This design comes from an exercise in tuning for small area and a short achievable clock period on the open sky130 flow, not from production work. Function was checked by simulation only, so behaviour that the tests miss may differ from the original. No activity file was given, so power comes from the tool's default toggle rates.

alpha:
## usb_data_buffer
module usb_data_buffer
#(
  parameter int unsigned DEPTH  = usb_pkg::USB_BUF_DEPTH,
  parameter int unsigned ADDR_W = usb_pkg::USB_BUF_ADDR_W
) (
  input  logic              clk,
  input  logic              n_rst,
  input  logic              flush,
  input  logic              clear,
  input  logic              store_rx_packet_data,
  input  logic [7:0]        rx_packet_data,
  input  logic              get_rx_data,
  input  logic              store_tx_data,
  input  logic [1:0]        data_size,
  input  logic [31:0]       tx_data,
  output logic [31:0]       rx_data,
  input  logic              get_tx_packet_data,
  output logic [7:0]        tx_packet_data,
  output logic [ADDR_W:0]   buffer_occupancy
);
  localparam int unsigned CntW = ADDR_W + 1;
  logic [ADDR_W-1:0] rd_ptr_q, rd_ptr_d, wr_ptr_q, wr_ptr_d;
  logic [CntW-1:0]   occ_q, occ_d;
  logic [7:0] occ_gt;
  logic [3:0] slot_free;
  logic [3:0] occ_gt_q;
  for (genvar k = 0; k < 8; k++) begin : gen_gt
    assign occ_gt[k] = occ_q > CntW'(k);
  end
  for (genvar k = 0; k < 4; k++) begin : gen_free
    assign slot_free[k] = occ_q < CntW'(DEPTH - k);
  end
  logic       sz1, sz2, sz4;
  logic       push_rx, push_tx, pop_tx, pop_rx;
  logic [2:0] push_oh, pop_oh;    
  logic       clr;
  assign sz1     = data_size == 2'd0;
  assign sz2     = data_size == 2'd1;
  assign sz4     = data_size == 2'd2;
  assign push_rx = store_rx_packet_data;
  assign push_tx = !store_rx_packet_data && store_tx_data;
  assign pop_tx  = get_tx_packet_data;
  assign pop_rx  = !get_tx_packet_data && get_rx_data;
  assign clr     = flush || clear;
  assign push_oh[0] = (push_rx || (push_tx && sz1)) && slot_free[0];
  assign push_oh[1] = push_tx && sz2 && slot_free[1];
  assign push_oh[2] = push_tx && sz4 && slot_free[3];
  ...
export LEC_CHECK = 0
export ABC_AREA = 1
export CAP_MARGIN = 20
export CORE_MARGIN = 2
export CORE_UTILIZATION = 45
export CTS_BUF_LIST = sky130_fd_sc_hd__clkbuf_8
export CTS_CLUSTER_DIAMETER = 50
export CTS_CLUSTER_SIZE = 16
export SETUP_SLACK_MARGIN = 3.5
export SLEW_MARGIN = 20
create_clock -name core_clock -period 7.0 [get_ports {clk}]
standard.sh (not shown) runs the stock make flow with config.mk's settings and CLKGATE_MAP_FILE= SYNTH_SCRIPT=/design/flow/synth_recipe.tcl, a recipe that flattens the netlist after the stock synthesis.
==> flow/flow/run.sh <==
#!/bin/bash
# The standard ORFS layout, with one change: synthesis maps the logic with an
# area-oriented ABC script (flow/abc_area.script) instead of ORFS's, which
# upsizes and buffers every gate before placement. Timing repair after
# placement sizes up only the gates on paths that need it.
set -euo pipefail
here=$(pwd)
rm -rf "$here/scripts"
cp -r "$FLOW_HOME/scripts" "$here/scripts"
cp "$here/flow/abc_area.script" "$here/scripts/abc_area.script"
bash standard.sh SCRIPTS_DIR="$here/scripts" finish > "$here/orfs_make.log" 2>&1
==> flow/flow/abc_area.script <==
strash
&get -n
&fraig -x
&put
scorr
dc2
strash
&get -n
&dch -f
&nf -R 1000
&put
> inputs changed (alpha -> beta)
--- a/flow/config.mk
+++ b/flow/config.mk
@@ -11,6 +11,4 @@
 export CORE_UTILIZATION = 45
 export CTS_BUF_LIST = sky130_fd_sc_hd__clkbuf_8
-export CTS_CLUSTER_DIAMETER = 50
-export CTS_CLUSTER_SIZE = 16
 export SETUP_SLACK_MARGIN = 3.5
 export SLEW_MARGIN = 20
--- outcome ---
Looking at final routed wire length divided by cell count across beta and alpha, the one that comes out lower is beta. Between beta and alpha, the part of the power in combinational logic is lower for beta. beta vs alpha — final-layout fill cell count dropped slightly. On setup slack, beta tracks alpha almost exactly. Depth of the CTS H-tree, beta and alpha: larger value in beta. Going from alpha to beta, total vias in the final route grows by 1.1%. beta has completed all stages; timing, DRC and antenna checks passed.

* * *

Setup of rev 12:
usb_data_buffer, a different RTL version from the one above (not shown whole).
Size in the first run: ~560 flip-flops.
make LEC_CHECK=0 ABC_CLOCK_PERIOD_IN_PS=3500 CAP_MARGIN=20 CORE_MARGIN=2 CORE_UTILIZATION=30 SETUP_SLACK_MARGIN=3.3 SLEW_MARGIN=20 finish   # period 7.0 ns
run.sh (not shown) runs the stock make flow with config.mk's settings and CLKGATE_MAP_FILE= SYNTH_SCRIPT=/design/flow/synth_recipe.tcl, a recipe that flattens the netlist after the stock synthesis.
Stock flow here: none of the scripts above is used.
Changes in rev 13 relative to rev 12:
- ABC_CLOCK_PERIOD_IN_PS: 3500 -> unset
- ABC_AREA: unset -> 1
==> flow/flow/run.sh (new file) <==
#!/bin/bash
# The standard ORFS layout, with one change: synthesis maps the logic with an
# area-oriented ABC script (flow/abc_area.script) instead of ORFS's, which
# upsizes and buffers every gate before placement. Timing repair after
# placement sizes up only the gates on paths that need it.
set -euo pipefail
here=$(pwd)
rm -rf "$here/scripts"
cp -r "$FLOW_HOME/scripts" "$here/scripts"
cp "$here/flow/abc_area.script" "$here/scripts/abc_area.script"
bash standard.sh SCRIPTS_DIR="$here/scripts" finish > "$here/orfs_make.log" 2>&1
==> flow/flow/abc_area.script (new file) <==
strash
&get -n
&fraig -x
&put
scorr
dc2
strash
&get -n
&dch -f
&nf -R 1000
&put
==> flow/standard.sh (new file) <==
#!/bin/bash
# synth_recipe.tcl (not shown) runs the flow's synth.tcl, then flattens the netlist and writes it again
# the make line also repeats each setting of config.mk as NAME=value (left out here)
make -C /OpenROAD-flow-scripts/flow DESIGN_CONFIG=/design/flow/config.mk WORK_HOME=/design/flow/orfs CLKGATE_MAP_FILE= SYNTH_SCRIPT=/design/flow/synth_recipe.tcl "${@:-finish}"
removed: flow/run.sh
- Going from rev 12 to rev 13, number of cells in the finished layout apart from fillers now sits lower, non-clock buffer count fell by 15.
- Relative to rev 12, post-route clock period utilization increased by 4.6 points in rev 13.
- Of rev 13 and rev 12, rev 12 shows the higher buffers plus inverters on the worst setup path, with rev 13 below it.
- Total power: rev 13 above rev 12
- Relative to rev 12, clock skew has decreased by 65 ps in rev 13.
- Changes observed in rev 13 relative to rev 12: global-route wire length before repair went down; worst slack on hold paths went down; final instance area went down.

* * *

== run A ==
Another version of the RTL of usb_data_buffer (not shown whole).
Size in the first run: ~570 flip-flops, about 97 I/O pins, about 28000 um^2 of cells after synthesis.
Settings: LEC_CHECK=0, CAP_MARGIN=20, CORE_MARGIN=2, CORE_UTILIZATION=45, CTS_BUF_LIST=sky130_fd_sc_hd__clkbuf_8, SETUP_SLACK_MARGIN=3.5, SLEW_MARGIN=20; clock period 7.0 ns.
Stock flow here: none of the scripts above is used.
Run A was carried through to the last stage, and its layout satisfied the timing, design-rule and antenna checks.
Relative to run A, the following input files were edited for run B:
Settings: CTS_BUF_LIST no longer set, was sky130_fd_sc_hd__clkbuf_8; ABC_AREA now 1, previously not set; CORE_UTILIZATION now 30, was 45.
==> flow/flow/run.sh (new file) <==
#!/bin/bash
# The standard ORFS layout, with one change: synthesis maps the logic with an
# area-oriented ABC script (flow/abc_area.script) instead of ORFS's, which
# upsizes and buffers every gate before placement. Timing repair after
# placement sizes up only the gates on paths that need it.
set -euo pipefail
here=$(pwd)
rm -rf "$here/scripts"
cp -r "$FLOW_HOME/scripts" "$here/scripts"
cp "$here/flow/abc_area.script" "$here/scripts/abc_area.script"
bash standard.sh SCRIPTS_DIR="$here/scripts" finish > "$here/orfs_make.log" 2>&1
==> flow/flow/abc_area.script (new file) <==
strash
&get -n
&fraig -x
&put
scorr
dc2
strash
&get -n
&dch -f
&nf -R 1000
&put
==> flow/standard.sh (new file) <==
#!/bin/bash
# synth_recipe.tcl (not shown) runs the flow's synth.tcl, then flattens the netlist and writes it again
# the make line also repeats each setting of config.mk as NAME=value (left out here)
make -C /OpenROAD-flow-scripts/flow DESIGN_CONFIG=/design/flow/config.mk WORK_HOME=/design/flow/orfs CLKGATE_MAP_FILE= SYNTH_SCRIPT=/design/flow/synth_recipe.tcl "${@:-finish}"
removed: flow/run.sh
Results
- Run A has a higher post-synthesis cell count than run B.
- Looking only at routed length on met1, and setting everything else aside, the lower value of run A and run B goes to run B.
- Comparing run A and run B, the higher switching power total is on run A.
- Compared with run A, run B shows wire length that has gone down by a little under 10%.
The inputs of run C differ from those of run B as listed below.
Settings: removing ABC_AREA (formerly 1).
==> flow/run.sh (new file) <==
#!/bin/bash
# synth_recipe.tcl (not shown) runs the flow's synth.tcl, then flattens the netlist and writes it again
# the make line also repeats each setting of config.mk as NAME=value (left out here)
make -C /OpenROAD-flow-scripts/flow DESIGN_CONFIG=/design/flow/config.mk WORK_HOME=/design/flow/orfs CLKGATE_MAP_FILE= SYNTH_SCRIPT=/design/flow/synth_recipe.tcl finish
removed: flow/flow/run.sh
removed: flow/flow/abc_area.script
removed: flow/standard.sh
### Flow results
As of run C, mean post-synth cell area had fallen by more than 10% compared to run B. Between run C and run B, it is run C whose critical path depth is lower, by 2. Timing endpoint of the critical path: rx_data[15] -> run C, rx_data[10] -> run B. The share of the synthesized netlist area taken by xor and xnor gates on run C is in line with that on run B. Looking at the reports, run C completed the entire flow and the layout it produced met the timing, design-rule and antenna checks. Run C against run B: post-route minimum period now smaller, delay of the slowest critical-path stage rose 260 ps, total power moved up. [run C vs run B] global-route wire length before repair: higher in run C. Fmax delta for run C relative to run B: about 2.2% higher. Post-placement setup slack (run C over run B): decrease, 410 ps. On depth of the most critical reg-to-reg path: between run C and run B, it ends up higher for run B. When run C is measured against run B, its HPWL after detailed placement turns out 4900 um higher.

-- port drivers added, routing unchanged --
Ports are ideal in the flow. The routed layouts listed here were re-timed in OpenROAD.
Step 1, drivers: a clkbuf_16 drives clk and a buf_2 each remaining input, both assumed.
Step 2 adds t to the input delays and takes it off the output delays; t is the mean of the earliest and latest rising clock arrival at the registers after step 1. Input paths then give back, and output paths get back, about the clock's delay inside the block.
Slacks: ideal / step 1 / step 2; pairs: ideal / step 1.
run	t, ns	slack for setup (ns)	cell pins on the clock port's net
alpha	0.735	3.062 / 3.010 / 2.939	1
beta	0.757	3.062 / 3.010 / 2.923	1
rev 12	0.707	2.916 / 2.849 / 2.394	1
rev 13	0.686	2.592 / 2.592 / 2.022	1
run A	0.748	3.180 / 3.123 / 2.907	1
run B	0.687	3.165 / 3.122 / 2.823	1
run C	0.696	3.248 / 3.184 / 2.816	1
After both steps every run listed still meets setup and hold. The setup slack of rev 13, which loses most, moves by 0.000 ns with the drivers and by -0.570 ns with both steps.
